This design comes from an exercise in tuning for small area, a short achievable clock period and few clock cycles per item on the open sky130 flow, not from production work. At most, simulation tests tie the RTL to the original design; equivalence was not proved. Only the layout flow was run in runs 1 to 4 and 7; the RTL was not checked for function there. Power and IR drop assume default switching activity.

**flow/design.v**
```verilog
package asre_pkg;
  localparam int SAMPLE_W    = 16;
  localparam int CFG_INDEX_W = 2;
  localparam int CFG_DATA_W  = 16;
  typedef logic signed [SAMPLE_W-1:0] sample_t;
  typedef logic        [SAMPLE_W-1:0] delta_t;
  typedef enum logic [CFG_INDEX_W-1:0] {
    REG_DELTA_THRESHOLD = 2'd0,
    REG_UPPER_LIMIT     = 2'd1,
    REG_LOWER_LIMIT     = 2'd2
  } cfg_index_t;
  localparam delta_t  DELTA_THRESHOLD_RESET = '0;
  localparam sample_t UPPER_LIMIT_RESET     = 16'sh7FFF;
  localparam sample_t LOWER_LIMIT_RESET     = 16'sh8000;
endpackage
module asre_avg_div_a (
  input  logic [20:0] acc_i,    
  output logic [20:0] y1_o
);
  logic neg;
  assign neg  = (acc_i < 21'd983043);            
  assign y1_o = acc_i + {4'b0, acc_i[20:4]} + {16'b0, neg, neg, neg, 2'b0};
endmodule
module asre_avg_div_b (
  input  logic [20:0] y1_i,
  output logic [15:0] avg_o
);
  logic [20:0] y3;
  assign y3    = y1_i + {8'b0, y1_i[20:8]} + {16'b0, y1_i[20:16]};
  assign avg_o = {~y3[20], y3[19:5]};
endmodule
module averaged_sensor_range_event_unit #(
  parameter int AVERAGE_COUNT = 10
) (
  input  logic                                      clk,
  input  logic                                      rst_n,
  input  logic                                      in_valid,
  output logic                                      in_ready,
  input  logic signed [asre_pkg::SAMPLE_W-1:0]      in_sample,
  output logic                                      out_valid,
  input  logic                                      out_ready,
  output logic signed [asre_pkg::SAMPLE_W-1:0]      out_reported_value,
  output logic                                      out_range_event,
  input  logic                                      cfg_we,
  input  logic [asre_pkg::CFG_INDEX_W-1:0]          cfg_index,
  input  logic [asre_pkg::CFG_DATA_W-1:0]           cfg_wdata
);
  localparam int SAMPLE_W = asre_pkg::SAMPLE_W;
  localparam logic [asre_pkg::CFG_INDEX_W-1:0] REG_DELTA_THRESHOLD = asre_pkg::REG_DELTA_THRESHOLD;
  localparam logic [asre_pkg::CFG_INDEX_W-1:0] REG_UPPER_LIMIT     = asre_pkg::REG_UPPER_LIMIT;
  localparam logic [asre_pkg::CFG_INDEX_W-1:0] REG_LOWER_LIMIT     = asre_pkg::REG_LOWER_LIMIT;
  localparam logic        [SAMPLE_W-1:0] DELTA_THRESHOLD_RESET = asre_pkg::DELTA_THRESHOLD_RESET;
  localparam logic signed [SAMPLE_W-1:0] UPPER_LIMIT_RESET     = asre_pkg::UPPER_LIMIT_RESET;
  localparam logic signed [SAMPLE_W-1:0] LOWER_LIMIT_RESET     = asre_pkg::LOWER_LIMIT_RESET;
  logic        [SAMPLE_W-1:0] delta_thr_r;
  logic signed [SAMPLE_W-1:0] upper_r;
  logic signed [SAMPLE_W-1:0] lower_r;
  logic                       adv;
  logic                       k_valid;
  logic signed [SAMPLE_W-1:0] k_sample;
  logic                       a_valid, b_valid, c_valid;
  logic signed [SAMPLE_W-1:0] a_sample, b_sample, c_sample;
  logic                       b_end, c_end, c_first, c_range;
  logic                       seen_a, seen_c;
  logic                       out_valid_r;
  logic signed [SAMPLE_W-1:0] held_r, held_nxt;
  logic                       event_r, event_nxt;
  logic [3:0]  cnt_r;
  logic        start_r, a_end;
  logic [20:0] acc_r, acc_nxt, a_add;
  logic        a_first, a_acc;
  logic [20:0] y1_nxt, y1_r;
  logic [15:0] avg;
  logic signed [SAMPLE_W+1:0] dp, dn;
  logic                       hit;
  assign adv      = !out_valid_r || out_ready;
  assign c_first  = !seen_c;
  assign in_ready = !k_valid;
  assign out_valid          = out_valid_r;
  assign out_reported_value = held_r;
  assign out_range_event    = event_r;
  assign a_first = !seen_a;
  assign a_acc   = a_valid && !a_first;
  assign a_end   = (cnt_r == 4'd9);
  assign a_add   = a_acc ? {{(21-SAMPLE_W){a_sample[SAMPLE_W-1]}}, a_sample} : 21'd0;
  assign acc_nxt = ((a_acc && start_r) ? 21'd983043 : acc_r) + a_add + {a_add[19:0], 1'b0};
  asre_avg_div_a u_div_a (
    .acc_i (acc_r),
    .y1_o  (y1_nxt)
  );
  asre_avg_div_b u_div_b (
    .y1_i  (y1_r),
    .avg_o (avg)
  );
  always_comb begin
    dp  = {{2{c_sample[SAMPLE_W-1]}}, c_sample} - {{2{held_r[SAMPLE_W-1]}}, held_r}
        - {2'b0, delta_thr_r};
    dn  = {{2{held_r[SAMPLE_W-1]}}, held_r} - {{2{c_sample[SAMPLE_W-1]}}, c_sample}
        - {2'b0, delta_thr_r};
    c_range = (c_sample >= upper_r) || (c_sample <= lower_r);
    hit = (!dp[SAMPLE_W+1] || !dn[SAMPLE_W+1]) && c_range;
    held_nxt  = held_r;
    event_nxt = event_r;
    if (c_valid) begin
      event_nxt = 1'b0;
      if (c_first || hit) begin
        held_nxt  = c_sample;
        event_nxt = 1'b1;
      end else if (c_end) begin
        held_nxt  = avg;
      end
    end
  end
  always_ff @(posedge clk) begin
    if (!rst_n) begin
      delta_thr_r <= DELTA_THRESHOLD_RESET;
      upper_r     <= UPPER_LIMIT_RESET;
      lower_r     <= LOWER_LIMIT_RESET;
      k_valid     <= 1'b0;
      a_valid     <= 1'b0;
      b_valid     <= 1'b0;
      c_valid     <= 1'b0;
      out_valid_r <= 1'b0;
      seen_a      <= 1'b0;
      seen_c      <= 1'b0;
      cnt_r       <= '0;
      start_r     <= 1'b1;
    end else begin
      if (cfg_we) begin
        case (cfg_index)
          REG_DELTA_THRESHOLD: delta_thr_r <= cfg_wdata;
          REG_UPPER_LIMIT:     upper_r     <= cfg_wdata;
          REG_LOWER_LIMIT:     lower_r     <= cfg_wdata;
          default: ;
        endcase
      end
      if (adv) begin
        k_valid     <= 1'b0;
        a_valid     <= k_valid || in_valid;
        b_valid     <= a_valid;
        c_valid     <= b_valid;
        out_valid_r <= c_valid;
        seen_a      <= seen_a || a_valid;
        seen_c      <= seen_c || c_valid;
        if (a_acc) begin
          cnt_r   <= a_end ? 4'd0 : cnt_r + 4'd1;
          start_r <= a_end;
        end
      end else if (in_valid) begin
        k_valid <= 1'b1;
      end
    end
  end
  always_ff @(posedge clk) begin
    if (!k_valid) begin
      k_sample <= in_sample;
    end
    if (adv) begin
      a_sample <= k_valid ? k_sample : in_sample;
      b_sample <= a_sample;
      c_sample <= b_sample;
      b_end    <= a_end;
      c_end    <= b_end;
      y1_r     <= y1_nxt;
      acc_r    <= acc_nxt;
      held_r   <= held_nxt;
      event_r  <= event_nxt;
    end
  end
endmodule
```
**flow/flow/run.sh**
```bash
#!/bin/bash
set -euo pipefail
bash standard.sh \
  SETUP_SLACK_MARGIN=8.5 \
  "BUFFER_PORTS_ARGS=-buffer_cell sky130_fd_sc_hd__buf_4" \
  finish > standard.log 2>&1
```
**flow/standard.sh**
```bash
#!/bin/bash
# synth_recipe.tcl (not shown) runs the flow's synth.tcl, then flattens the netlist and writes it again
# the make line also repeats each setting of config.mk as NAME=value (left out here)
make -C /OpenROAD-flow-scripts/flow DESIGN_CONFIG=/design/flow/config.mk WORK_HOME=/design/flow/orfs CLKGATE_MAP_FILE= SYNTH_SCRIPT=/design/flow/synth_recipe.tcl "${@:-finish}"
```
**flow/config.mk**
```make
export PLATFORM = sky130hd
export DESIGN_NAME = averaged_sensor_range_event_unit
export DESIGN_NICKNAME = averaged_sensor_range_event_unit
export VERILOG_FILES = /design/flow/design.v
export SDC_FILE = /design/flow/constraint.sdc
export NUM_CORES = 4
export LEC_CHECK = 0
export ABC_AREA = 1
export CAP_MARGIN = 20
export CORE_MARGIN = 2
export CORE_UTILIZATION = 40
export SLEW_MARGIN = 20
```
**flow/constraint.sdc**
```tcl
create_clock -name core_clock -period 12.0 [get_ports {clk}]
set_input_delay 2.4000 -clock core_clock [delete_from_list [all_inputs] [get_ports {clk}]]
set_output_delay 2.4000 -clock core_clock [all_outputs]
set_load 0.01 [all_outputs]
```
==> impl_metrics.json, run 1 <==
{
  "grt_pass1_wl_mm": 46.34,
  "path_delay_family": "flip-flops",
  "min_period_ps": 3471,
  "grt_max_degree": 84,
  "fp.dieH_um": 179.4,
  "use_met2_pct": 29.61,
  "fmaxAchievable_mhz": 288.1,
  "critPathMaxStageDelay_ps": 460,
  "fp-row-count": 64,
  "hold-worst-slack_ps": 422.7,
  "ys.flop_type": "edfxtp_1",
  "drt_first_pass_iters": 4,
  "synth_fa_ha_area_share_pct": 22.91,
  "cp_cell_sequence": "buf_4",
  "yosys_warnings": 1,
  "vdd_ir_drop_max_mv": 0.1488,
  "synth_area_um2": 12300,
  "synth_cells": 1404,
  "layout_commonest_cell": "nand2_1",
  "start_kind": "flop",
  "nFillCells": 2982,
  "clk_latency_ps": 440,
  "slew_headroom_pct": 49.77,
  "final.period_utilization_pct": 28.92,
  "num_vias": 9391,
  "drt_iter0_markers": 592,
  "synth-compound-area-share_pct": 10.17,
  "tritoncts": "done",
  "cts_root_buffer": "clkbuf_16",
  "hpwl_mm": 22.37,
  "synth-xor-area-share_pct": 3.347,
  "tns_ps": 0,
  "cp-end-kind": "primary output",
  "vias_per_cell": 4.961,
  "status": "finished clean",
  "core_um2": 30430,
  "rsz0062_at_grt": "true",
  "setup_viol": 0,
  "synth_seq_area_share_pct": 38.98,
  "clk_path_buf_depth": 2,
  "synth_seq_cells": 185,
  "maxSlewViolCount": 0,
  "wl_per_cell_um": 15.20,
  "power.density_nw_per_um2": 241.8,
  "die_area_um2": 32170,
  "synth_mux_area_share_pct": 0,
  "floorplan.initialDensity_pct": 40.42,
  "path_clk_slew_ps": 80,
  "cts-hold-fix-buffers": 0,
  "synth_edf_count": 109,
  "track_usage_pct": 18.49,
  "crit_buf_inv": 1,
  "area_growth_pct": 15.13,
  "power_mw": 3.424,
  "fin_worst_skew_ps": 25.88,
  "final_layout_size_suffix_gt1_share_pct": 11.02,
  "crit_required_ps": 9600,
  "antenna_left": 0,
  "cts_htree_levels": 4,
  "async_reset_ff_share_pct": 0,
  "cts_made_buffers": 17,
  "netlist-cell-type-count": 40,
  "use_met1_pct": 25.38,
  "crit_slowest_cell": "edfxtp_1",
  "num_antenna_cells": 0,
  "worstMarginPinSlew_ps": 753.5,
  "p_leak_nw": 6.831,
  "syn-mean-instance-area_um2": 8.760,
  "nets": 1717,
  "critPathMaxFanout": 3,
  "synth_top_family_by_area": "adder cells",
  "postPlaceCellArea_um2": 13160,
  "criticalPathCategory": "reg -> out",
  "final_area_um2": 14160,
  "drt_wl_total_mm": 28.77,
  "critPathArrivalTime_ps": 1070,
  "die_w_um": 179.4,
  "layout_common_cells": "nand2_1 (321), inv_1 (208), ha_1 (141), edfxtp_1 (109), a21oi_1 (98)",
  "gp_congestion": 0.8859,
  "hold_violations": 0,
  "synthSimpleGateAreaFrac_pct": 17.25,
  "max_cap_violations": 0,
  "io_buffer_count": 57,
  "met3_usage_pct": 2.975,
  "hp-class": "reg -> reg",
  "syn_nets": 1637,
  "grt.busiest_layer": "met2",
  "clock-sinks": 185,
  "utilization_pct": 46.53,
  "grt_pass1_vias": 9183,
  "globalRouteOverflowTotal": 0,
  "drc_errors": 0,
  "ios": 58,
  "antenna_found_initial": 0
}
[synthesized netlist by cell type, drive strengths merged, types with 2 or more instances]
master,count,share of area (%)
a21o,8,0.49
a21oi,105,4.3
a31oi,4,0.20
buf,4,0.22
clkbuf,20,0.61
clkinv,2,0.061
dfxtp,76,12
edfxtp,109,27
fa,52,8.5
ha,142,14
inv,211,6.4
nand2,332,10
nand3,60,2.5
nand4,10,0.51
nor2,100,3.2
nor3,9,0.37
nor4,5,0.25
o211ai,19,1.2
o21a,5,0.31
o21ai,66,2.7
o21bai,7,0.43
o31ai,2,0.12
xnor2,18,1.3
xor2,29,2.1
[path summary, 6_finish.rpt]
check / endpoint / slack [ps] / cells past startpoint / from
setup / recovery: out_reported_value[1] / 8530 / 1 / held_r[1]
hold / removal: c_sample[9] / 420 / 0 / b_sample[9]
setup reg to reg: y1_r[17] / 8660 / 15 / acc_r[11]
hold reg to reg: c_sample[9] / 420 / 0 / b_sample[9]
[registers in the layout (all words and copies together) (netlist names), 4 cells and up]
register	cells
b_sample	16
upper_r	16
y1_r	21
held_r	16
k_sample	16
c_sample	16
a_sample	16
acc_r	21
delta_thr_r	16
lower_r	16
cnt_r	4
[logic make-up after synthesis]
family                   Yosys count
adder cells (fa/ha/maj)          194
AO/OA/AOI/OAI                    223
AND/OR/NAND/NOR                  518
XOR/XNOR                          47
buffers and inverters            237
flip-flops                       185
[through the flow]
step | setup WS, ps | std cells
2_1_floorplan | 7660 | 1404
3_3_place_gp | 7975 | 1835
3_5_place_dp | 7930 | 1835
4_1_cts | 8313 | 1879
5_1_grt | 8486 | 1893
6_report | 8529 | 1893
[worst register-to-register path, stage by stage, from the launching register on]
cell	delay, ps
edfxtp_1	430
nor4_2	280
o211a_1	190
nand4_1	80
nand2_1	90
nor2_2	50
nor2_4	130
fa_1	430
ha_1	370
a21oi_2	180
o21bai_1	120
o21ai_0	170
nand2_1	130
a21oi_2	170
o21ai_0	110
xor2_1	150
[metal layers]
layer  wire, um  up-vias
li1           -     4781
met1      13560     4377
met2      13350      189
met3       1133       44
met4        737        0
met5          0        -
[report_power, final]
group          switching, mW  total (mW)  leakage, nW  internal (mW)
clock                  0.300       0.591        0.302          0.291
sequential             0.125       0.983         1.76          0.857
combinational           1.12        1.85         4.77          0.730
total                   1.55        3.42         6.83           1.88
[repair_timing]
item,CTS,global route
gates cloned,0,0
buffers inserted,12,14
resized for setup,17,30
pin swaps,0,10
endpoints found under the setup margin,154,39
[layout make-up]
cell class / count / area (um2) / area share, %
inverters: 213 / 817.0 / 5.770
well taps: 396 / 495.5 / 3.499
clock inverters: 15 / 202.7 / 1.431
repair buffers: 85 / 658.1 / 4.648
flip-flops and latches: 185 / 4798 / 33.89
multi-input cells: 982 / 6763 / 47.76
clock buffers: 17 / 425.4 / 3.004
==> inputs of run 2 (changes only) <==
--- a/flow/design.v
+++ b/flow/design.v
@@ -93,12 +93,12 @@
     .avg_o (avg)
   );
   always_comb begin
-    dp  = {{2{c_sample[SAMPLE_W-1]}}, c_sample} - {{2{held_r[SAMPLE_W-1]}}, held_r}
-        - {2'b0, delta_thr_r};
-    dn  = {{2{held_r[SAMPLE_W-1]}}, held_r} - {{2{c_sample[SAMPLE_W-1]}}, c_sample}
-        - {2'b0, delta_thr_r};
+    dp  = {{2{c_sample[SAMPLE_W-1]}}, c_sample} + {{2{~held_r[SAMPLE_W-1]}}, ~held_r}
+        + {2'b11, ~delta_thr_r} + 18'd2;
+    dn  = {{2{c_sample[SAMPLE_W-1]}}, c_sample} + {{2{~held_r[SAMPLE_W-1]}}, ~held_r}
+        + {2'b00, delta_thr_r};
     c_range = (c_sample >= upper_r) || (c_sample <= lower_r);
-    hit = (!dp[SAMPLE_W+1] || !dn[SAMPLE_W+1]) && c_range;
+    hit = (!dp[SAMPLE_W+1] || dn[SAMPLE_W+1]) && c_range;
     held_nxt  = held_r;
     event_nxt = event_r;
     if (c_valid) begin
==> run 2 against run 1 <==
Compared with the run above: fmax shrank 15%; routed wire length increased by 1.9%; sequential power about the same; largest power group unchanged; clock power down 4.9%; clock skew down 10 ps; area after synthesis fell by 1.5%; critical path depth rose by 25; worst setup slack worse by 600 ps; combinational power increased by 13%.
==> impl_metrics.json, run 2 <==
{
  "status": "finished clean",
  "min_period_ps": 4071,
  "max_cap_violations": 0,
  "synth_seq_area_share_pct": 39.59,
  "place_ws_ps": 7561,
  "synth_largest_area_cell": "edfxtp_1",
  "vdd_ir_drop_max_mv": 0.1967,
  "wl_per_cell_um": 15.47,
  "io_buffer_count": 57,
  "fp.dieH_um": 178,
  "async_reset_ff_share_pct": 0,
  "critPathArrivalTime_ps": 4270,
  "layout_common_cells": "nand2_1 (271), inv_1 (183), ha_1 (155), buf_4 (113)",
  "tritoncts": "done",
  "fmaxAchievable_mhz": 245.7,
  "die_area_um2": 31680,
  "drt_iter0_markers": 750,
  "hold_violations": 0,
  "reg2regPathDepth": 26,
  "final-seq-area_um2": 4801,
  "final_layout_size_suffix_gt1_share_pct": 18.14,
  "ios": 58,
  "critPathMaxStageDelay_ps": 390,
  "cp-end-kind": "flop",
  "synth.most_common_cell": "nand2_1",
  "crit_slowest_cell": "edfxtp_1",
  "regToRegSetupSlack_ps": 7930,
  "hpwl_mm": 21.55,
  "top_regs": "acc_r: 21 flops, y1_r: 21 flops",
  "nets": 1729,
  "fin_worst_skew_ps": 15.65,
  "final.period_utilization_pct": 33.92,
  "final.setup.worst_slack_ps": 7929,
  "hp-class": "reg -> reg",
  "multi_input_area_um2": 7038,
  "critPathMaxFanout": 13,
  "ys.flop_type": "edfxtp_1",
  "clk_path_buf_depth": 2,
  "antenna_left": 0,
  "gp_congestion": 0.8299,
  "cts-hold-fix-buffers": 0,
  "fp-row-count": 63,
  "vias_per_cell": 5.032,
  "crit_end": "held_r[14]",
  "r2r_end": "held_r[14]",
  "layout_commonest_cell": "nand2_1",
  "rsz0062_at_grt": "true",
  "clk_latency_ps": 450,
  "cts_root_buffer": "clkbuf_16",
  "power.density_nw_per_um2": 248.1,
  "area_growth_pct": 20.98,
  "drc_errors": 0,
  "grt_max_degree": 61,
  "setup_viol": 0,
  "hold-worst-slack_ps": 418.2,
  "yosys_warnings": 1,
  "antenna_found_initial": 0,
  "criticalPathCategory": "reg -> reg",
  "met3_usage_pct": 2.536,
  "synth_area_um2": 12110,
  "synthTopCellsByArea": "edfxtp_1 (27%), ha_1 (18%), dfxtp_1 (13%), nand2_1 (9.1%), inv_1 (5.9%)",
  "start_kind": "flop",
  "netlist-cell-type-count": 46,
  "grt_pass1_vias": 9073,
  "nFillCells": 2737,
  "track_usage_pct": 18.66,
  "drt_wl_total_mm": 29.32,
  "use_met1_pct": 26.20,
  "syn-mean-instance-area_um2": 8.840,
  "drt_first_pass_iters": 7,
  "synth_edf_count": 109,
  "critPathLaunch": "held_r[0]",
  "clock-sinks": 185,
  "core_um2": 29720,
  "synth_common_cells": "nand2_1 (294), inv_1 (190), ha_1 (173)",
  "worstHoldPathCells": 0,
  "p_leak_nw": 6.944,
  "die_w_um": 178,
  "num_antenna_cells": 0,
  "synth_cells": 1370,
  "globalRouteOverflowTotal": 0,
  "crit_required_ps": 12200,
  "r2r_start": "held_r[0]",
  "cts_made_buffers": 17,
  "use_met2_pct": 30.49,
  "syn_nets": 1607,
  "yosys.area.top_type_share_pct": 27.03,
  "cts_htree_levels": 4,
  "path_clk_slew_ps": 70,
  "maxSlewViolCount": 0,
  "synth_seq_cells": 185,
  "floorplan.initialDensity_pct": 40.75,
  "worstMarginPinSlew_ps": 940.2,
  "num_vias": 9535,
  "grt.busiest_layer": "met2",
  "slew_headroom_pct": 37.24,
  "tns_ps": 0,
  "grt_pass1_wl_mm": 46.04
}
-- run 2: cell families (layout without fill, tap and decap cells) --
| group | Yosys count | in the layout | share of synthesized area [%] |
|---|---|---|---|
| simple gates | 466 | 468 | 15.84 |
| compound gates | 242 | 242 | 11.21 |
| buf+inv | 216 | 349 | 6.798 |
| fa+ha+maj | 198 | 198 | 22.01 |
| flops | 185 | 185 | 39.59 |
| xor+xnor | 63 | 63 | 4.556 |
-- run 2: worst max-delay path: cells and delay by family, from the launching register on --
family	cells	cell delay, ps
buffers and inverters	6	490
XOR/XNOR	1	280
flip-flops	1	390
AO/OA/AOI/OAI	6	760
AND/OR/NAND/NOR	9	780
adder cells (fa/ha/maj)	4	1130
-- run 2: what timing repair did --
action	CTS	global route
gates resized for setup	36	79
cloned	2	0
pin swaps	27	34
buffers inserted	40	27
endpoints found under the setup margin	145	153
-- run 2: cell type report --
class,instances,area share [%]
Multi-Input combinational cell,971,48.04
Sequential cell,185,32.77
Timing Repair Buffer,126,6.874
Inverter,191,5.013
Tap cell,390,3.330
Clock buffer,18,2.929
Clock inverter,14,1.050
-- run 2: layer usage --
metal	up-vias	share of wire, %
met3	27	3.7
met4	0	1.3
met2	182	46
met1	4492	49
li1	4834	-
met5	-	0
-- run 2: worst min path at each step --
stage,from,endpoint,slack [ps]
2_1_floorplan,b_end,c_end,400
3_3_place_gp,b_sample[12],c_sample[12],400
3_5_place_dp,b_sample[9],c_sample[9],400
4_1_cts,b_sample[3],c_sample[3],420
5_1_grt,b_sample[3],c_sample[3],430
6_report,b_sample[3],c_sample[3],420
-- run 2: through the flow --
stage | instances | utilization, % | instance area (um2) | power (mW)
detailed placement | 1794 | 43.92 | 13050 | 2.640
global route | 1895 | 49.30 | 14650 | 3.915
global placement | 1794 | 43.92 | 13050 | 2.615
CTS | 1868 | 47.61 | 14150 | 3.434
finish | 1895 | 49.30 | 14650 | 3.636
floorplan | 1370 | - | 12230 | 2.247
-- run 2: power by group --
| part | internal, mW | total [mW] | switching [mW] |
|---|---|---|---|
| combinational | 0.928 | 2.09 | 1.16 |
| clock | 0.280 | 0.562 | 0.282 |
| sequential | 0.857 | 0.986 | 0.129 |
==> inputs of run 3 (changes only) <==
--- a/flow/design.v
+++ b/flow/design.v
@@ -56,7 +56,7 @@
   logic signed [SAMPLE_W-1:0] upper_r;
   logic signed [SAMPLE_W-1:0] lower_r;
   logic                       adv;
-  logic                       k_valid;
+  logic                       k_free;      
   logic signed [SAMPLE_W-1:0] k_sample;
   logic                       a_valid, b_valid, c_valid;
   logic signed [SAMPLE_W-1:0] a_sample, b_sample, c_sample;
@@ -75,7 +75,7 @@
   logic                       hit;
   assign adv      = !out_valid_r || out_ready;
   assign c_first  = !seen_c;
-  assign in_ready = !k_valid;
+  assign in_ready = k_free;
   assign out_valid          = out_valid_r;
   assign out_reported_value = held_r;
   assign out_range_event    = event_r;
@@ -93,12 +93,12 @@
     .avg_o (avg)
   );
   always_comb begin
-    dp  = {{2{c_sample[SAMPLE_W-1]}}, c_sample} + {{2{~held_r[SAMPLE_W-1]}}, ~held_r}
-        + {2'b11, ~delta_thr_r} + 18'd2;
-    dn  = {{2{c_sample[SAMPLE_W-1]}}, c_sample} + {{2{~held_r[SAMPLE_W-1]}}, ~held_r}
-        + {2'b00, delta_thr_r};
+    dp  = {{2{c_sample[SAMPLE_W-1]}}, c_sample} - {{2{held_r[SAMPLE_W-1]}}, held_r}
+        - {2'b0, delta_thr_r};
+    dn  = {{2{held_r[SAMPLE_W-1]}}, held_r} - {{2{c_sample[SAMPLE_W-1]}}, c_sample}
+        - {2'b0, delta_thr_r};
     c_range = (c_sample >= upper_r) || (c_sample <= lower_r);
-    hit = (!dp[SAMPLE_W+1] || dn[SAMPLE_W+1]) && c_range;
+    hit = (!dp[SAMPLE_W+1] || !dn[SAMPLE_W+1]) && c_range;
     held_nxt  = held_r;
     event_nxt = event_r;
     if (c_valid) begin
@@ -116,7 +116,7 @@
       delta_thr_r <= DELTA_THRESHOLD_RESET;
       upper_r     <= UPPER_LIMIT_RESET;
       lower_r     <= LOWER_LIMIT_RESET;
-      k_valid     <= 1'b0;
+      k_free      <= 1'b1;
       a_valid     <= 1'b0;
       b_valid     <= 1'b0;
       c_valid     <= 1'b0;
@@ -135,8 +135,8 @@
         endcase
       end
       if (adv) begin
-        k_valid     <= 1'b0;
-        a_valid     <= k_valid || in_valid;
+        k_free      <= 1'b1;
+        a_valid     <= !k_free || in_valid;
         b_valid     <= a_valid;
         c_valid     <= b_valid;
         out_valid_r <= c_valid;
@@ -147,16 +147,16 @@
           start_r <= a_end;
         end
       end else if (in_valid) begin
-        k_valid <= 1'b1;
+        k_free  <= 1'b0;
       end
     end
   end
   always_ff @(posedge clk) begin
-    if (!k_valid) begin
+    if (k_free) begin
       k_sample <= in_sample;
     end
     if (adv) begin
-      a_sample <= k_valid ? k_sample : in_sample;
+      a_sample <= k_free ? in_sample : k_sample;
       b_sample <= a_sample;
       c_sample <= b_sample;
       b_end    <= a_end;
==> flow/flow/run.sh (replaced) <==
#!/bin/bash
set -euo pipefail
bash standard.sh \
  SETUP_SLACK_MARGIN=8.65 \
  "BUFFER_PORTS_ARGS=-buffer_cell sky130_fd_sc_hd__buf_4" \
  finish > standard.log 2>&1
==> run 3 against run 2 <==
Compared with the run above: first-iteration DRC count is 32% lower; sequential share of layout area is 0.084 points higher; sequential power is 1% lower; critical endpoint is now out_reported_value[0]; clock skew is 7.5 ps higher; sequential cell count stayed put; total power is 2.3% higher; worst setup slack better by 610 ps; via count is 2.0% lower; final cell count stayed put; count of clock-buffer cells in the layout is 1 lower.
==> impl_metrics.json, run 3 <==
{
  "status": "finished clean",
  "cp_cell_sequence": "buf_6",
  "drt_wl_total_mm": 29.26,
  "vdd_ir_drop_max_mv": 0.1795,
  "floorplan.initialDensity_pct": 40.52,
  "synth_cells": 1380,
  "critPathMaxStageDelay_ps": 460,
  "fp-row-count": 64,
  "fp.dieH_um": 179.8,
  "num_antenna_cells": 0,
  "crit_required_ps": 9600,
  "synth_seq_cells": 185,
  "antenna_found_initial": 0,
  "clk_path_buf_depth": 2,
  "ios": 58,
  "yosys.area.top_type_share_pct": 26.48,
  "clk_latency_ps": 440,
  "crit_buf_inv": 1,
  "cts_made_buffers": 17,
  "drt_iter0_markers": 507,
  "synth_common_cells": "nand2_1 (269), inv_1 (217), ha_1 (142)",
  "nets": 1719,
  "synth_edf_count": 109,
  "synth_seq_area_share_pct": 38.79,
  "critPathMaxFanout": 2,
  "yosys_warnings": 1,
  "drt_first_pass_iters": 5,
  "vias_per_cell": 4.930,
  "grt_pass1_wl_mm": 48.53,
  "tns_ps": 0,
  "min_period_ps": 3462,
  "final_cells": 1895,
  "fin_worst_skew_ps": 23.10,
  "async_reset_ff_share_pct": 0,
  "cp-end-kind": "primary output",
  "path_delay_family": "flip-flops",
  "die_area_um2": 32330,
  "layout_commonest_cell": "nand2_1",
  "netlist-cell-type-count": 41,
  "criticalPathCategory": "reg -> out",
  "die_w_um": 179.8,
  "slew_headroom_pct": 54.00,
  "hold_violations": 0,
  "start_kind": "flop",
  "core_um2": 30510,
  "cts_root_buffer": "clkbuf_16",
  "top_regs": "acc_r: 21 flops, y1_r: 21 flops",
  "crit_slowest_cell": "edfxtp_1",
  "synth_largest_area_cell": "edfxtp_1",
  "clock-sinks": 185,
  "layout_common_cells": "nand2_1 (264), inv_1 (213), ha_1 (138), edfxtp_1 (109), a21oi_1 (98)",
  "io_buffer_count": 57,
  "maxSlewViolCount": 0,
  "drc_errors": 0,
  "dpl.cell_count": 1812,
  "final.period_utilization_pct": 28.85,
  "synthTopCellsByArea": "edfxtp_1 (26%), ha_1 (14%), dfxtp_1 (12%), fa_1 (8.4%), nand2_1 (8.2%)",
  "hpwl_mm": 22.65,
  "final_layout_size_suffix_gt1_share_pct": 14.21,
  "syn-mean-instance-area_um2": 8.958,
  "grt_max_degree": 63,
  "syn_nets": 1613,
  "tritoncts": "done",
  "synth_area_um2": 12360,
  "path_clk_slew_ps": 90,
  "gp_congestion": 0.8991,
  "rsz0062_at_grt": "true",
  "critPathArrivalTime_ps": 1060,
  "nFillCells": 2864,
  "track_usage_pct": 18.76,
  "power.density_nw_per_um2": 254.6,
  "area_growth_pct": 18.22,
  "synth.most_common_cell": "nand2_1",
  "hp-class": "reg -> reg",
  "setup_viol": 0,
  "cts_htree_levels": 4,
  "worstMarginPinSlew_ps": 689.0,
  "max_cap_violations": 0,
  "ys.flop_type": "edfxtp_1",
  "num_vias": 9343,
  "grt_pass1_vias": 9449,
  "wl_per_cell_um": 15.44,
  "p_leak_nw": 6.919,
  "fmaxAchievable_mhz": 288.8,
  "antenna_left": 0,
  "globalRouteOverflowTotal": 0
}
==> run 3: cell count changes after synthesis, sizes merged, moves of 3 or more <==
cell / before / now
xor2: 44 / 30
ha: 173 / 142
nand3: 47 / 55
nor2: 86 / 99
o21bai: 3 / 9
a21o: 5 / 11
fa: 25 / 52
a21oi: 117 / 104
a211oi: 4 / 1
mux2: 0 / 16
clkbuf: 22 / 19
a31oi: 10 / 7
inv: 190 / 217
nand2: 297 / 271
==> run 3: final timing paths <==
| path | endpoint | slack, ps | cells past startpoint | from |
|---|---|---|---|---|
| max | out_reported_value[0] | 8540 | 1 | held_r[0] |
| min | c_sample[14] | 430 | 0 | b_sample[14] |
| max reg2reg | y1_r[17] | 8720 | 16 | acc_r[15] |
| min reg2reg | c_sample[14] | 430 | 0 | b_sample[14] |
==> run 3: power breakdown <==
part	internal (mW)	switching [mW]	total, mW
Sequential	0.856	0.118	0.974
Clock	0.299	0.307	0.606
Combinational	0.895	1.25	2.14
==> run 3: final cells by class <==
| cell class | count | area, um2 | share of cell area [%] |
|---|---|---|---|
| timing repair buffer | 109 | 909.6 | 6.224 |
| clock inverter | 15 | 226.5 | 1.550 |
| inverter | 218 | 833.3 | 5.702 |
| sequential | 185 | 4801 | 32.85 |
| clock buffer | 17 | 425.4 | 2.911 |
| multi-input combinational | 954 | 6915 | 47.32 |
| timing repair inverter | 1 | 7.507 | 0.05137 |
| tap | 396 | 495.5 | 3.390 |
==> run 3: logic make-up after synthesis <==
group,synth area share (%)
mux,1.457
simple gates,15.42
buf+inv,7.409
fa+ha+maj,22.79
xor+xnor,3.330
flops,38.79
compound gates,10.81
==> run 3: through the flow <==
stage / util (%) / hold slack (ps) / instance area [um2] / power [mW] / setup WS, ps
finish: 47.90 / 426.6 / 14610 / 3.721 / 8538
global route: 47.90 / 429.5 / 14610 / 4.058 / 8513
CTS: 46.94 / 424.8 / 14320 / 3.524 / 8529
detailed placement: 43.37 / 404.5 / 13230 / 2.750 / 7695
global placement: 43.37 / 400.5 / 13230 / 2.723 / 7728
floorplan: - / 400.3 / 12390 / 2.289 / 7636
==> run 3: what timing repair did <==
item | 4_1_cts | 5_1_grt
gates resized for setup | 42 | 44
hold buffers | 0 | 0
pin swaps | 10 | 21
buffers inserted | 35 | 15
setup endpoints to repair | 145 | 62
cloned | 1 | 0
==> run 3: layer usage <==
metal | routed length (um) | track usage [%] | up-vias | part of all wire, %
met1 | 14360 | 26.44 | 4372 | 49
met2 | 13720 | 30.65 | 151 | 47
met4 | 386 | 4.585 | 0 | 1.3
met3 | 794 | 2.411 | 23 | 2.7
li1 | - | - | 4797 | -
met5 | 0 | 0 | - | 0
==> inputs of run 4 (changes only) <==
==> flow/flow/run.sh (replaced) <==
#!/bin/bash
set -euo pipefail
bash standard.sh \
  SETUP_SLACK_MARGIN=8.5 \
  "BUFFER_PORTS_ARGS=-buffer_cell sky130_fd_sc_hd__buf_4" \
  finish > standard.log 2>&1
==> run 4 against run 3 <==
Compared with the run above: critical path type unchanged; synthesized cell count unchanged; non-clock buffer count is the same; fmax decreased by 0.38%; via count increased by 1.1%; routed wire length rose by 0.50%; worst hold slack worse by 5.2 ps; die area is the same; combinational power decreased by 11%.
==> impl_metrics.json, run 4 <==
{
  "synth_seq_cells": 185,
  "synth_area_um2": 12360,
  "syn_nets": 1613,
  "num_antenna_cells": 0,
  "yosys.area.top_type_share_pct": 26.48,
  "nets": 1719,
  "num_vias": 9442,
  "final_layout_size_suffix_gt1_share_pct": 12.81,
  "cts_htree_levels": 4,
  "status": "finished clean",
  "path_delay_family": "flip-flops",
  "path_depth": 1,
  "crit_slowest_cell": "edfxtp_1",
  "fp-row-count": 64,
  "r2r_start": "acc_r[12]",
  "synth_cells": 1380,
  "vdd_ir_drop_max_mv": 0.1174,
  "worstMarginPinSlew_ps": 833.9,
  "core_um2": 30510,
  "cts-hold-fix-buffers": 0,
  "gp_congestion": 0.8787,
  "cts_root_buffer": "clkbuf_16",
  "path_clk_slew_ps": 80,
  "clockPowerShare_pct": 17.2,
  "maxSlewViolCount": 0,
  "hp-class": "reg -> reg",
  "synth_common_cells": "nand2_1 (269), inv_1 (217), ha_1 (142)",
  "clk_path_buf_depth": 2,
  "hold_violations": 0,
  "tritoncts": "done",
  "p_switching_mw": 1.560,
  "layout_common_cells": "nand2_1 (266), inv_1 (214), ha_1 (140), edfxtp_1 (109), buf_4 (105)",
  "final.setup.worst_slack_ps": 8525,
  "grt_pass1_wl_mm": 47.41,
  "layout_commonest_cell": "nand2_1",
  "top_regs": "acc_r: 21 flops, y1_r: 21 flops",
  "syn-mean-instance-area_um2": 8.958,
  "setup_viol": 0,
  "floorplan.initialDensity_pct": 40.52,
  "p_leak_nw": 6.850,
  "cp_cell_sequence": "buf_6",
  "utilization_pct": 47.20,
  "tns_ps": 0,
  "antenna_left": 0,
  "drc_errors": 0,
  "final_area_um2": 14400,
  "io_buffer_count": 57,
  "die_area_um2": 32330,
  "crit_end": "out_reported_value[12]",
  "regToRegSetupSlack_ps": 8600,
  "final.period_utilization_pct": 28.96,
  "power.density_nw_per_um2": 241.5,
  "place_ws_ps": 7924,
  "vias_per_cell": 4.983,
  "postPlaceCellArea_um2": 13220,
  "critPathArrivalTime_ps": 1080,
  "area_growth_pct": 16.50,
  "clock-sinks": 185,
  "cts_made_buffers": 17,
  "crit_required_ps": 9600,
  "netlist-cell-type-count": 41,
  "antenna_found_initial": 0,
  "critPathLaunch": "held_r[12]",
  "slew_headroom_pct": 44.41,
  "synth_seq_area_share_pct": 38.79,
  "worstHoldPathCells": 0,
  "crit_buf_inv": 1,
  "critPathMaxFanout": 3,
  "pwr-share-comb_pct": 54.7,
  "min_period_ps": 3475,
  "clk_latency_ps": 450,
  "synth.most_common_cell": "nand2_1",
  "synth_largest_area_cell": "edfxtp_1",
  "grt_pass1_vias": 9136,
  "yosys_warnings": 1,
  "fmaxAchievable_mhz": 287.8,
  "drt_wl_total_mm": 29.41,
  "fp.dieH_um": 179.8,
  "power.internal_mw": 1.919,
  "die_w_um": 179.8,
  "fin_worst_skew_ps": 18.22,
  "max_cap_violations": 0,
  "start_kind": "flop",
  "synthTopCellsByArea": "edfxtp_1 (26%), ha_1 (14%), dfxtp_1 (12%), fa_1 (8.4%), nand2_1 (8.2%)",
  "swShare_pct": 44.84,
  "cp-end-kind": "primary output",
  "drt_first_pass_iters": 8,
  "rsz0062_at_grt": "true",
  "async_reset_ff_share_pct": 0,
  "reg2regPathDepth": 16,
  "ios": 58,
  "ys.flop_type": "edfxtp_1",
  "globalRouteOverflowTotal": 0,
  "grt_max_degree": 97,
  "hold-worst-slack_ps": 421.4,
  "criticalPathCategory": "reg -> out",
  "track_usage_pct": 18.39,
  "drt_iter0_markers": 628,
  "r2r_end": "y1_r[16]",
  "wl_per_cell_um": 15.52,
  "hpwl_mm": 22.65,
  "critPathMaxStageDelay_ps": 470,
  "seqPwrFrac_pct": 28.1,
  "synth_edf_count": 109
}
-- run 4: cell counts after synthesis --
Identical to the previous run, type by type.
-- run 4: what timing repair did --
item	in CTS	in global routing
setup endpoints to repair	64	58
gates cloned	0	1
buffers inserted	19	31
endpoints found under the hold margin	0	0
gates resized for setup	18	19
pin swaps	0	11
-- run 4: metrics by stage --
step | std cells | power, mW
6_report | 1895 | 3.478
5_1_grt | 1895 | 3.800
4_1_cts | 1863 | 3.373
3_5_place_dp | 1812 | 2.724
3_3_place_gp | 1812 | 2.718
2_1_floorplan | 1380 | 2.287
-- run 4: cells by family after synthesis --
family | count (synthesis) | share of synthesized area [%]
AND/OR/NAND/NOR | 462 | 15.42
buffers and inverters | 241 | 7.409
AO/OA/AOI/OAI | 235 | 10.81
adder cells (fa/ha/maj) | 194 | 22.79
flip-flops | 185 | 38.79
XOR/XNOR | 47 | 3.330
multiplexers | 16 | 1.457
-- run 4: worst min path at each step --
stage,startpoint,to
3_3_place_gp,b_sample[12],c_sample[12]
4_1_cts,b_sample[6],c_sample[6]
5_1_grt,b_sample[2],c_sample[2]
6_report,b_sample[2],c_sample[2]
2_1_floorplan,b_end,c_end
3_5_place_dp,b_sample[6],c_sample[6]
-- run 4: power groups by stage --
stage               logic, mW  clock network [mW]  registers, mW
CTS                      1.78               0.612          0.979
finish                   1.90               0.598          0.978
detailed placement       1.72                   0           1.00
global route             2.17               0.636          0.993
global placement         1.72                   0          0.996
floorplan                1.35                   0          0.940
-- run 4: per-layer routing --
metal  up-vias  GRT usage, %  part of all wire (%)
met5         -             0                     0
met4         0         5.886                   2.0
met3        43         2.026                   3.3
met2       184         29.64                    47
met1      4406         25.94                    48
li1       4809             -                     -
-- run 4: final cells by class --
class | instances | area (um2)
fill | 2865 | 16110
sequential | 185 | 4798
timing repair buffer | 109 | 842.1
clock inverter | 15 | 220.2
multi-input combinational | 955 | 6789
inverter | 218 | 830.8
tap | 396 | 495.5
clock buffer | 17 | 425.4
==> inputs of run 5 (changes only) <==
--- a/flow/design.v
+++ b/flow/design.v
@@ -52,9 +52,11 @@
   localparam logic        [SAMPLE_W-1:0] DELTA_THRESHOLD_RESET = asre_pkg::DELTA_THRESHOLD_RESET;
   localparam logic signed [SAMPLE_W-1:0] UPPER_LIMIT_RESET     = asre_pkg::UPPER_LIMIT_RESET;
   localparam logic signed [SAMPLE_W-1:0] LOWER_LIMIT_RESET     = asre_pkg::LOWER_LIMIT_RESET;
-  logic        [SAMPLE_W-1:0] delta_thr_r;
-  logic signed [SAMPLE_W-1:0] upper_r;
-  logic signed [SAMPLE_W-1:0] lower_r;
+  logic        [SAMPLE_W-1:0] nthr_r;
+  logic        [SAMPLE_W-1:0] nupper_r;
+  logic        [SAMPLE_W-1:0] nlower_r;
+  logic        [SAMPLE_W:0]   ge_u, gt_l;
+  logic        [SAMPLE_W-1:0] c_off;
   logic                       adv;
   logic                       k_free;      
   logic signed [SAMPLE_W-1:0] k_sample;
@@ -93,11 +95,14 @@
     .avg_o (avg)
   );
   always_comb begin
-    dp  = {{2{c_sample[SAMPLE_W-1]}}, c_sample} - {{2{held_r[SAMPLE_W-1]}}, held_r}
-        - {2'b0, delta_thr_r};
-    dn  = {{2{held_r[SAMPLE_W-1]}}, held_r} - {{2{c_sample[SAMPLE_W-1]}}, c_sample}
-        - {2'b0, delta_thr_r};
-    c_range = (c_sample >= upper_r) || (c_sample <= lower_r);
+    dp  = {{2{c_sample[SAMPLE_W-1]}}, c_sample} + {{2{~held_r[SAMPLE_W-1]}}, ~held_r}
+        + {2'b11, nthr_r} + 18'd2;
+    dn  = {{2{held_r[SAMPLE_W-1]}}, held_r} + {{2{~c_sample[SAMPLE_W-1]}}, ~c_sample}
+        + {2'b11, nthr_r} + 18'd2;
+    c_off   = c_sample ^ 16'h8000;
+    ge_u    = {1'b0, c_off} + {1'b0, nupper_r ^ 16'h8000} + 17'd1;
+    gt_l    = {1'b0, c_off} + {1'b0, nlower_r ^ 16'h8000};
+    c_range = ge_u[SAMPLE_W] || !gt_l[SAMPLE_W];
     hit = (!dp[SAMPLE_W+1] || !dn[SAMPLE_W+1]) && c_range;
     held_nxt  = held_r;
     event_nxt = event_r;
@@ -113,9 +118,9 @@
   end
   always_ff @(posedge clk) begin
     if (!rst_n) begin
-      delta_thr_r <= DELTA_THRESHOLD_RESET;
-      upper_r     <= UPPER_LIMIT_RESET;
-      lower_r     <= LOWER_LIMIT_RESET;
+      nthr_r      <= ~DELTA_THRESHOLD_RESET;
+      nupper_r    <= ~UPPER_LIMIT_RESET;
+      nlower_r    <= ~LOWER_LIMIT_RESET;
       k_free      <= 1'b1;
       a_valid     <= 1'b0;
       b_valid     <= 1'b0;
@@ -128,9 +133,9 @@
     end else begin
       if (cfg_we) begin
         case (cfg_index)
-          REG_DELTA_THRESHOLD: delta_thr_r <= cfg_wdata;
-          REG_UPPER_LIMIT:     upper_r     <= cfg_wdata;
-          REG_LOWER_LIMIT:     lower_r     <= cfg_wdata;
+          REG_DELTA_THRESHOLD: nthr_r   <= ~cfg_wdata;
+          REG_UPPER_LIMIT:     nupper_r <= ~cfg_wdata;
+          REG_LOWER_LIMIT:     nlower_r <= ~cfg_wdata;
           default: ;
         endcase
       end
--- a/flow/config.mk
+++ b/flow/config.mk
@@ -5,7 +5,6 @@
 export SDC_FILE = /design/flow/constraint.sdc
 export NUM_CORES = 4
 export LEC_CHECK = 0
-export ABC_AREA = 1
 export CAP_MARGIN = 20
 export CORE_MARGIN = 2
 export CORE_UTILIZATION = 40
==> run 5 against run 4 <==
Compared with the run above: still clean on timing, DRC and antenna; sequential cell count unchanged; cell area decreased by 2.2%; global-route usage decreased by 1.3 points; clock power decreased by 3%; via count decreased by 18%; utilization increased by 3.1 points; sequential power decreased by 3.0%; sequential share of layout area increased by 0.85 points; first-iteration DRC count decreased by 45%; routed wire length decreased by 14%; critical endpoint is now out_reported_value[10]; largest power group unchanged.
==> impl_metrics.json, run 5 <==
{
  "grt_max_degree": 99,
  "status": "finished clean",
  "postPlaceCellArea_um2": 12330,
  "hp-class": "reg -> reg",
  "async_reset_ff_share_pct": 0,
  "criticalPathCategory": "reg -> out",
  "clock-sinks": 185,
  "nets": 1367,
  "clockPowerShare_pct": 18.5,
  "crit_required_ps": 9600,
  "die_w_um": 173.4,
  "power.internal_mw": 1.930,
  "met3_usage_pct": 2.982,
  "cts_root_buffer": "clkbuf_16",
  "critPathArrivalTime_ps": 1200,
  "antenna_left": 0,
  "use_met2_pct": 27.78,
  "die_area_um2": 30050,
  "reg2regPathDepth": 14,
  "slew_headroom_pct": 55.46,
  "hold_violations": 0,
  "worstHoldPathCells": 0,
  "seqPwrFrac_pct": 30.2,
  "setup_viol": 0,
  "worstMarginPinSlew_ps": 666.1,
  "wl_per_cell_um": 16.64,
  "fp-row-count": 61,
  "min_period_ps": 3603,
  "synth_area_um2": 11470,
  "dpl.cell_count": 1408,
  "num_vias": 7705,
  "tritoncts": "done",
  "r2r_end": "held_r[7]",
  "pwr-share-comb_pct": 51.3,
  "gp_congestion": 0.8475,
  "vdd_ir_drop_max_mv": 0.1267,
  "p_leak_nw": 6.302,
  "drt_wl_total_mm": 25.34,
  "final_cells": 1523,
  "synth_common_cells": "ha_1 (142), edfxtp_1 (109), dfxtp_1 (76)",
  "hold-worst-slack_ps": 422.6,
  "globalRouteOverflowTotal": 0,
  "final_area_um2": 14080,
  "syn_nets": 1235,
  "cts-hold-fix-buffers": 0,
  "start_kind": "flop",
  "use_met1_pct": 23.47,
  "core_um2": 28010,
  "layout_common_cells": "ha_1 (135), buf_4 (114), edfxtp_1 (109), nand2_1 (73), dfxtp_1 (72)",
  "track_usage_pct": 17.12,
  "synth_largest_area_cell": "edfxtp_1",
  "num_antenna_cells": 0,
  "hpwl_mm": 18.35,
  "cts_made_buffers": 17,
  "netlist-cell-type-count": 59,
  "maxSlewViolCount": 0,
  "r2r_start": "c_sample[4]",
  "clk_path_buf_depth": 2,
  "antenna_found_initial": 0,
  "ios": 58,
  "max_cap_violations": 0,
  "synth.most_common_cell": "ha_1",
  "fin_worst_skew_ps": 14.75,
  "crit_end": "out_reported_value[10]",
  "syn-mean-instance-area_um2": 11.47,
  "final.setup.worst_slack_ps": 8397,
  "clk_latency_ps": 440,
  "area_growth_pct": 22.71,
  "swShare_pct": 38.56,
  "synthTopCellsByArea": "edfxtp_1 (29%), ha_1 (15%), dfxtp_1 (13%), fa_1 (9.4%), xnor2_1 (3.1%)",
  "layout_commonest_cell": "ha_1",
  "drc_errors": 0,
  "io_buffer_count": 57,
  "utilization_pct": 50.26,
  "synth_cells": 1000,
  "yosys.area.top_type_share_pct": 28.53,
  "place_ws_ps": 7548,
  "final.period_utilization_pct": 30.03,
  "critPathLaunch": "held_r[10]",
  "path_clk_slew_ps": 80,
  "ys.flop_type": "edfxtp_1",
  "yosys_warnings": 1,
  "top_regs": "acc_r: 21 flops, y1_r: 21 flops",
  "drt_first_pass_iters": 5,
  "cp-end-kind": "primary output",
  "power_mw": 3.141,
  "fp.dieH_um": 173.4,
  "drt_iter0_markers": 346,
  "synth_seq_area_share_pct": 41.79,
  "synth_seq_cells": 185,
  "grt_pass1_vias": 7554,
  "power.density_nw_per_um2": 223.1,
  "floorplan.initialDensity_pct": 40.96,
  "cts_htree_levels": 4,
  "synth_edf_count": 109,
  "p_switching_mw": 1.211,
  "grt_pass1_wl_mm": 40.68,
  "final_layout_size_suffix_gt1_share_pct": 24.72,
  "critPathMaxFanout": 2,
  "grt.busiest_layer": "met2",
  "fmaxAchievable_mhz": 277.5,
  "vias_per_cell": 5.059,
  "tns_ps": 0,
  "rsz0062_at_grt": "true",
  "regToRegSetupSlack_ps": 8460
}
[run 5: cell count changes in the layout (fill, tap and decap cells not counted), moves of 18 or more]
| cell | change |
|---|---|
| buf_6 | +18 |
| and2_1 | +18 |
| a21oi_1 | -68 |
| xnor2_1 | +22 |
| nand3_1 | -44 |
| nand2_1 | -193 |
| inv_1 | -157 |
| nor2_1 | -66 |
| o21ai_0 | -44 |
[run 5: cells by family after synthesis]
kind of cell | after synthesis | synth area share [%]
AO/OA/AOI/OAI | 211 | 12.80
XOR/XNOR | 53 | 4.046
adder cells (fa/ha/maj) | 196 | 24.91
buffers and inverters | 97 | 3.381
flip-flops | 185 | 41.79
multiplexers | 34 | 3.228
AND/OR/NAND/NOR | 224 | 9.838
[run 5: worst min-delay path by stage]
stage / startpoint / to / slack (ps)
4_1_cts: b_sample[15] / c_sample[15] / 420
3_5_place_dp: b_sample[12] / c_sample[12] / 400
2_1_floorplan: b_end / c_end / 400
6_report: b_sample[12] / c_sample[12] / 420
3_3_place_gp: b_sample[15] / c_sample[15] / 400
5_1_grt: b_sample[11] / c_sample[11] / 430
[run 5: area by class of cell]
type | instances | area, um2
Fill cell | 2474 | 13930
Multi-Input combinational cell | 719 | 6719
Sequential cell | 185 | 4810
Timing Repair Buffer | 141 | 1182
Tap cell | 378 | 473.0
Clock buffer | 18 | 450.4
Inverter | 68 | 275.3
Clock inverter | 14 | 167.7
[run 5: critical path: stages (launching register included)]
cell	delay (ps)
edfxtp_1	420
buf_6	140
buf_6	100
buf_6	120
[run 5: power by group through the flow]
| stage | clock network (mW) | logic (mW) | registers (mW) |
|---|---|---|---|
| detailed placement | 0 | 1.30 | 0.981 |
| CTS | 0.592 | 1.49 | 0.951 |
| global route | 0.619 | 1.81 | 0.964 |
| finish | 0.581 | 1.61 | 0.949 |
| floorplan | 0 | 1.04 | 0.924 |
| global placement | 0 | 1.29 | 0.980 |
[run 5: repair_timing]
item                                    CTS  global route
gates resized for setup                  50            70
pin swaps                                31            41
setup buffers                            53            28
endpoints found under the setup margin   71            58
cloned                                    1             1
[run 5: layer usage]
metal | part of all wire [%] | up-vias
li1 | - | 3890
met1 | 48 | 3685
met2 | 48 | 108
met3 | 3.2 | 22
met4 | 1.6 | 0
met5 | 0 | -
Testbench counts of run 5, summed over its fixed seeds: cycles 16,032, items 16,000.
==> inputs of run 6 (changes only) <==
--- a/flow/config.mk
+++ b/flow/config.mk
@@ -5,6 +5,7 @@
 export SDC_FILE = /design/flow/constraint.sdc
 export NUM_CORES = 4
 export LEC_CHECK = 0
+export ABC_AREA = 1
 export CAP_MARGIN = 20
 export CORE_MARGIN = 2
 export CORE_UTILIZATION = 40
==> run 6 against run 5 <==
Compared with the run above: total power rose by 9.5%; area after synthesis rose by 6.9%; worst setup slack improved by 160 ps; highest routed layer unchanged; cell area rose by 0.23%; sequential power rose by 4.4%; still clean on timing, DRC and antenna; first-iteration DRC count rose by 42%; clock power barely moved; combinational power rose by 16%; routed wire length rose by 10%; register-to-register slack improved by 230 ps; sequential cell count did not move; die area rose by 6.7%.
==> impl_metrics.json, run 6 <==
{
  "power.density_nw_per_um2": 243.7,
  "p_leak_nw": 6.528,
  "synth_cells": 1314,
  "cts_made_buffers": 17,
  "seqPwrFrac_pct": 28.8,
  "die_area_um2": 32060,
  "ys.flop_type": "edfxtp_1",
  "path_delay_family": "flip-flops",
  "track_usage_pct": 18.16,
  "final.period_utilization_pct": 28.68,
  "critPathArrivalTime_ps": 1040,
  "tns_ps": 0,
  "max_cap_violations": 0,
  "swShare_pct": 45.44,
  "synth.most_common_cell": "nand2_1",
  "nets": 1637,
  "hp-class": "reg -> reg",
  "synth-compound-area-share_pct": 11.26,
  "power_mw": 3.438,
  "yosys.area.top_type_share_pct": 26.70,
  "drc_errors": 0,
  "floorplan.initialDensity_pct": 40.39,
  "crit_slowest_cell": "edfxtp_1",
  "tritoncts": "done",
  "hpwl_mm": 22.17,
  "fp-row-count": 64,
  "synth-xor-area-share_pct": 3.358,
  "cts_htree_levels": 4,
  "slew_headroom_pct": 45.12,
  "path_clk_slew_ps": 90,
  "grt_pass1_vias": 8798,
  "critPathMaxFanout": 2,
  "rsz0062_at_grt": "true",
  "criticalPathCategory": "reg -> out",
  "netlist-cell-type-count": 47,
  "p_switching_mw": 1.562,
  "synth_edf_count": 109,
  "drt_iter0_markers": 490,
  "die_w_um": 179.1,
  "syn-mean-instance-area_um2": 9.330,
  "drt_first_pass_iters": 5,
  "vdd_ir_drop_max_mv": 0.1216,
  "crit_buf_inv": 1,
  "ios": 58,
  "area_growth_pct": 15.10,
  "setup_viol": 0,
  "synth_common_cells": "nand2_1 (225), inv_1 (160), ha_1 (142)",
  "final_layout_size_suffix_gt1_share_pct": 14.28,
  "synth_top_family_by_area": "adder cells",
  "status": "finished clean",
  "gp_congestion": 0.9025,
  "clock-sinks": 185,
  "drt_wl_total_mm": 27.88,
  "pwr-share-comb_pct": 54.2,
  "hold_violations": 0,
  "synthTopCellsByArea": "edfxtp_1 (27%), ha_1 (14%), dfxtp_1 (12%), fa_1 (8.8%), nand2_1 (6.9%)",
  "syn_nets": 1549,
  "grt_pass1_wl_mm": 45.07,
  "num_antenna_cells": 0,
  "min_period_ps": 3441,
  "fin_worst_skew_ps": 19.51,
  "clockPowerShare_pct": 16.9,
  "synth_fa_ha_area_share_pct": 23.31,
  "top_regs": "acc_r: 21 flops, y1_r: 21 flops",
  "synth_seq_area_share_pct": 39.11,
  "maxSlewViolCount": 0,
  "wl_per_cell_um": 15.39,
  "clk_latency_ps": 450,
  "crit_required_ps": 9600,
  "synthSimpleGateAreaFrac_pct": 15.44,
  "fp.dieH_um": 179.1,
  "globalRouteOverflowTotal": 0,
  "core_um2": 30350,
  "synth_mux_area_share_pct": 1.470,
  "cts_root_buffer": "clkbuf_16",
  "num_vias": 9045,
  "clk_path_buf_depth": 2,
  "io_buffer_count": 57,
  "fmaxAchievable_mhz": 290.6,
  "synth_seq_cells": 185,
  "cp_cell_sequence": "buf_4",
  "critPathMaxStageDelay_ps": 430,
  "start_kind": "flop",
  "layout_commonest_cell": "nand2_1",
  "synth_largest_area_cell": "edfxtp_1",
  "power.internal_mw": 1.876,
  "antenna_found_initial": 0,
  "synth_area_um2": 12260,
  "worstMarginPinSlew_ps": 823.2,
  "grt_max_degree": 93,
  "async_reset_ff_share_pct": 0,
  "vias_per_cell": 4.994,
  "layout_common_cells": "nand2_1 (222), inv_1 (157), ha_1 (140), a21oi_1 (120), edfxtp_1 (109)",
  "yosys_warnings": 1,
  "antenna_left": 0,
  "cp-end-kind": "primary output"
}
run 6: metrics by stage:
step	hold WS (ps)	cell area, um2	setup WS, ps	utilization, %	std cells
6_report	421.8	14110	8559	46.49	1811
2_1_floorplan	400.3	12270	7636	-	1314
4_1_cts	424.0	13820	8437	45.54	1787
3_5_place_dp	404.5	13090	7960	43.12	1745
5_1_grt	424.1	14110	8385	46.49	1811
3_3_place_gp	401.6	13090	8016	43.12	1745
run 6: worst paths after layout:
check	from	to	slack (ps)	cells after the start
max	held_r[10]	out_reported_value[10]	8560	1
min	b_sample[1]	c_sample[1]	420	0
max reg2reg	acc_r[7]	y1_r[17]	8690	13
min reg2reg	b_sample[1]	c_sample[1]	420	0
run 6: timing repair:
action / CTS / global route
setup buffers: 10 / 24
gates cloned: 0 / 0
pin swaps: 1 / 9
hold buffers: 0 / 0
gates resized for setup: 9 / 22
setup endpoints to repair: 69 / 55
run 6: kinds of logic after synthesis:
logic type      Yosys count
xor+xnor                 47
buf+inv                 187
compound gates          251
fa+ha+maj               196
flops                   185
simple gates            432
mux                      16
run 6: cell type report:
| class | count | area (um2) |
|---|---|---|
| flip-flops and latches | 185 | 4800 |
| well taps | 396 | 495.5 |
| repair buffers | 94 | 721.9 |
| clock buffers | 17 | 425.4 |
| inverters | 162 | 618.1 |
| clock inverters | 15 | 206.4 |
| fillers | 2859 | 16240 |
| multi-input cells | 942 | 6843 |
run 6: power groups by stage:
| stage | clock (mW) | sequential (mW) | combinational, mW |
|---|---|---|---|
| final | 0.583 | 0.991 | 1.86 |
| after global routing | 0.618 | 1.01 | 2.14 |
| after CTS | 0.595 | 0.993 | 1.78 |
| after detailed placement | 0 | 1.01 | 1.76 |
| after global placement | 0 | 1.00 | 1.75 |
| after floorplan | 0 | 0.942 | 1.37 |
run 6: per-layer routing:
metal	GRT usage [%]	vias up	wire length (um)
li1	-	4640	-
met4	4.234	0	417
met5	0	-	0
met1	25.38	4252	13720
met2	29.87	127	13020
met3	2.460	26	721
==> inputs of run 7 (changes only) <==
--- a/flow/design.v
+++ b/flow/design.v
@@ -84,8 +84,8 @@
   assign a_first = !seen_a;
   assign a_acc   = a_valid && !a_first;
   assign a_end   = (cnt_r == 4'd9);
-  assign a_add   = a_acc ? {{(21-SAMPLE_W){a_sample[SAMPLE_W-1]}}, a_sample} : 21'd0;
-  assign acc_nxt = ((a_acc && start_r) ? 21'd983043 : acc_r) + a_add + {a_add[19:0], 1'b0};
+  assign a_add   = {{(21-SAMPLE_W){a_sample[SAMPLE_W-1]}}, a_sample};
+  assign acc_nxt = (start_r ? 21'd983043 : acc_r) + a_add + {a_add[19:0], 1'b0};
   asre_avg_div_a u_div_a (
     .acc_i (acc_r),
     .y1_o  (y1_nxt)
@@ -161,7 +161,7 @@
       k_sample <= in_sample;
     end
     if (adv) begin
-      a_sample <= k_free ? in_sample : k_sample;
+      a_sample <= k_free ? (in_valid ? in_sample : '0) : k_sample;
       b_sample <= a_sample;
       c_sample <= b_sample;
       b_end    <= a_end;
==> run 7 against run 6 <==
Compared with the run above: still clean; sequential power down 6.3%; critical endpoint is now out_reported_value[13]; clock power fell by 2%; cell area shrank 0.92%.
==> impl_metrics.json, run 7 <==
{
  "crit_slowest_cell": "edfxtp_1",
  "hold_start": "b_sample[5]",
  "synth-xor-area-share_pct": 3.306,
  "die_area_um2": 31880,
  "synth_seq_area_share_pct": 40.66,
  "r2r_end": "y1_r[17]",
  "cts-hold-fix-buffers": 0,
  "vdd_ir_drop_max_mv": 0.09914,
  "rsz0062_at_grt": "true",
  "criticalPathCategory": "reg -> out",
  "critPathMaxFanout": 3,
  "synthTopCellsByArea": "edfxtp_1 (31%), ha_1 (15%), dfxtp_1 (9.9%), fa_1 (8.9%), nand2_1 (8.0%)",
  "path_delay_family": "flip-flops",
  "worstMarginPinSlew_ps": 809.3,
  "hp-class": "reg -> reg",
  "final_layout_size_suffix_gt1_share_pct": 10.45,
  "cp-end-kind": "primary output",
  "synth_fa_ha_area_share_pct": 23.45,
  "worstHoldEndpoint": "c_sample[5]",
  "async_reset_ff_share_pct": 0,
  "hpwl_mm": 22.20,
  "core_um2": 29800,
  "area_growth_pct": 14.71,
  "clk_path_buf_depth": 2,
  "regToRegSetupSlack_ps": 8690,
  "antenna_found_initial": 0,
  "worstHoldPathCells": 0,
  "tns_ps": 0,
  "critPathArrivalTime_ps": 1060,
  "drt_wl_total_mm": 28.33,
  "path_clk_slew_ps": 80,
  "netlist-cell-type-count": 39,
  "critPathMaxStageDelay_ps": 470,
  "fin_worst_skew_ps": 16.58,
  "p_leak_nw": 6.366,
  "synth_edf_count": 125,
  "vias_per_cell": 5.093,
  "clk_latency_ps": 440,
  "num_antenna_cells": 0,
  "cp_cell_sequence": "buf_6",
  "ios": 58,
  "synth-compound-area-share_pct": 11.22,
  "top_regs": "acc_r: 21 flops, y1_r: 21 flops",
  "drt_first_pass_iters": 5,
  "syn_nets": 1549,
  "max_cap_violations": 0,
  "antenna_left": 0,
  "crit_required_ps": 9600,
  "synth_cells": 1314,
  "cts_htree_levels": 4,
  "hold_violations": 0,
  "synth.most_common_cell": "nand2_1",
  "track_usage_pct": 18.41,
  "final.period_utilization_pct": 28.86,
  "clock-sinks": 185,
  "setup_viol": 0,
  "nets": 1629,
  "drt_iter0_markers": 582,
  "synth_seq_cells": 185,
  "cts_root_buffer": "clkbuf_16",
  "ys.flop_type": "edfxtp_1",
  "r2r_start": "acc_r[6]",
  "cts_made_buffers": 17,
  "synthSimpleGateAreaFrac_pct": 16.09,
  "num_vias": 9153,
  "grt_pass1_vias": 8979,
  "tritoncts": "done",
  "io_buffer_count": 57,
  "start_kind": "flop",
  "crit_buf_inv": 1,
  "reg2regPathDepth": 14,
  "synth_common_cells": "nand2_1 (259), ha_1 (142), inv_1 (141)",
  "fmaxAchievable_mhz": 288.8,
  "yosys.area.top_type_share_pct": 30.80,
  "layout_common_cells": "nand2_1 (258), ha_1 (141), inv_1 (137), edfxtp_1 (125), a21oi_1 (122)",
  "die_w_um": 178.5,
  "power.density_nw_per_um2": 207.6,
  "yosys_warnings": 1,
  "floorplan.initialDensity_pct": 40.90,
  "critPathLaunch": "held_r[13]",
  "maxSlewViolCount": 0,
  "final.setup.worst_slack_ps": 8537,
  "synth_mux_area_share_pct": 0,
  "fp-row-count": 63,
  "layout_commonest_cell": "nand2_1",
  "gp_congestion": 0.8900,
  "min_period_ps": 3463,
  "synth_area_um2": 12190,
  "globalRouteOverflowTotal": 0,
  "synth_largest_area_cell": "edfxtp_1",
  "fp.dieH_um": 178.5,
  "status": "finished clean",
  "grt_max_degree": 90,
  "slew_headroom_pct": 46.05,
  "drc_errors": 0,
  "syn-mean-instance-area_um2": 9.274,
  "grt_pass1_wl_mm": 45.62,
  "place_ws_ps": 8024,
  "wl_per_cell_um": 15.76,
  "synth_top_family_by_area": "adder cells"
}
==> run 7: cell type report <==
cell class / count / area (um2)
inverters: 142 / 540.5
multi-input cells: 961 / 6668
well taps: 390 / 488.0
repair buffers: 87 / 714.4
flip-flops and latches: 185 / 4959
clock buffers: 20 / 467.9
clock inverters: 12 / 142.6
fillers: 2848 / 15820
==> run 7: worst max path at each step <==
| stage | depth (start not counted) | endpoint | slack [ps] |
|---|---|---|---|
| final | 1 | out_reported_value[13] | 8540 |
| after global routing | 1 | out_reported_value[13] | 8490 |
| after CTS | 2 | in_ready | 8480 |
| after detailed placement | 4 | y1_r[3] | 8020 |
| after global placement | 4 | y1_r[0] | 8060 |
| after floorplan | 7 | cnt_r[2] | 7370 |
==> run 7: routing by layer <==
layer	global-route usage [%]	up-vias	part of all wire (%)
li1	-	4650	-
met1	25.89	4313	47
met2	30.50	165	48
met3	2.195	25	4.0
met4	3.997	0	1.1
met5	0	-	0
==> run 7: cell families (layout without fill, tap and decap cells) <==
| family | Yosys count | in the layout |
|---|---|---|
| adders and majority gates | 196 | 196 |
| DFF | 185 | 185 |
| xor gates and xnor gates | 46 | 46 |
| and+or+nand+nor | 467 | 467 |
| AOI/OAI and AO/OA | 252 | 252 |
| buffers and inverters | 168 | 261 |
==> run 7: power breakdown <==
part           internal, mW  total [mW]  switching (mW)
registers             0.821       0.929           0.109
logic                 0.542        1.40           0.859
clock network         0.298       0.572           0.274
total                  1.66        2.90            1.24
==> run 7: per-stage QoR <==
step / instances / area, um2 / total power [mW] / utilization, % / hold WS, ps
2_1_floorplan: 1314 / 12200 / 1.927 / - / 400.3
3_3_place_gp: 1740 / 13050 / 2.270 / 43.79 / 400.1
3_5_place_dp: 1740 / 13050 / 2.286 / 43.79 / 404.5
4_1_cts: 1781 / 13790 / 2.875 / 46.27 / 417.9
5_1_grt: 1797 / 13980 / 3.164 / 46.92 / 429.6
6_report: 1797 / 13980 / 2.902 / 46.92 / 420.5
==> run 7: timing repair <==
item                       4_1_cts  5_1_grt
setup endpoints to repair       88       52
pin swaps                        0        2
buffers inserted                 8       16
hold endpoints to repair         0        0
cloned                           1        0
gates resized for setup          9       15

[re-timing with driven ports]
The results above use ideal ports. As a check the final layouts listed here were re-extracted and re-timed, cells and wires unchanged. Step 1 (the two cells are an assumption about what drives the block):
set clk [get_ports {clk}]
set_driving_cell -lib_cell sky130_fd_sc_hd__clkbuf_16 $clk
set_driving_cell -lib_cell sky130_fd_sc_hd__buf_2 [delete_from_list [all_inputs] $clk]
Step 2 times the ports against the registers' clock, not the clock port: input delays grow and output delays shrink by t, the midpoint of the rising clock arrivals with the driver on. Slacks: no drivers / after step 1 / after step 2; pairs: no drivers / after step 1.
| run | shift t [ns] | setup WS [ns] | latest minus earliest clock arrival (ns) | slew at the worst register clock pin (ns) | worst data-port slew with drivers (ns) |
|---|---|---|---|---|---|
| run 1 | 0.478 | 8.529 / 8.480 / 8.178 | 0.030 / 0.030 | 0.09 / 0.09 | 0.05 |
| run 2 | 0.484 | 7.929 / 7.929 / 7.659 | 0.019 / 0.019 | 0.09 / 0.09 | 0.05 |
| run 3 | 0.482 | 8.538 / 8.487 / 8.367 | 0.023 / 0.023 | 0.09 / 0.09 | 0.07 |
| run 4 | 0.492 | 8.525 / 8.476 / 8.203 | 0.020 / 0.020 | 0.09 / 0.09 | 0.04 |
| run 5 | 0.486 | 8.397 / 8.344 / 8.118 | 0.015 / 0.015 | 0.08 / 0.08 | 0.04 |
| run 6 | 0.484 | 8.559 / 8.510 / 8.263 | 0.023 / 0.023 | 0.09 / 0.09 | 0.04 |
| run 7 | 0.471 | 8.537 / 8.494 / 8.239 | 0.017 / 0.017 | 0.08 / 0.08 | 0.04 |
After both steps setup and hold are still met in every run listed. For run 1, which loses most, drivers alone change the setup slack by -0.049 ns; drivers and shift together by -0.351 ns.
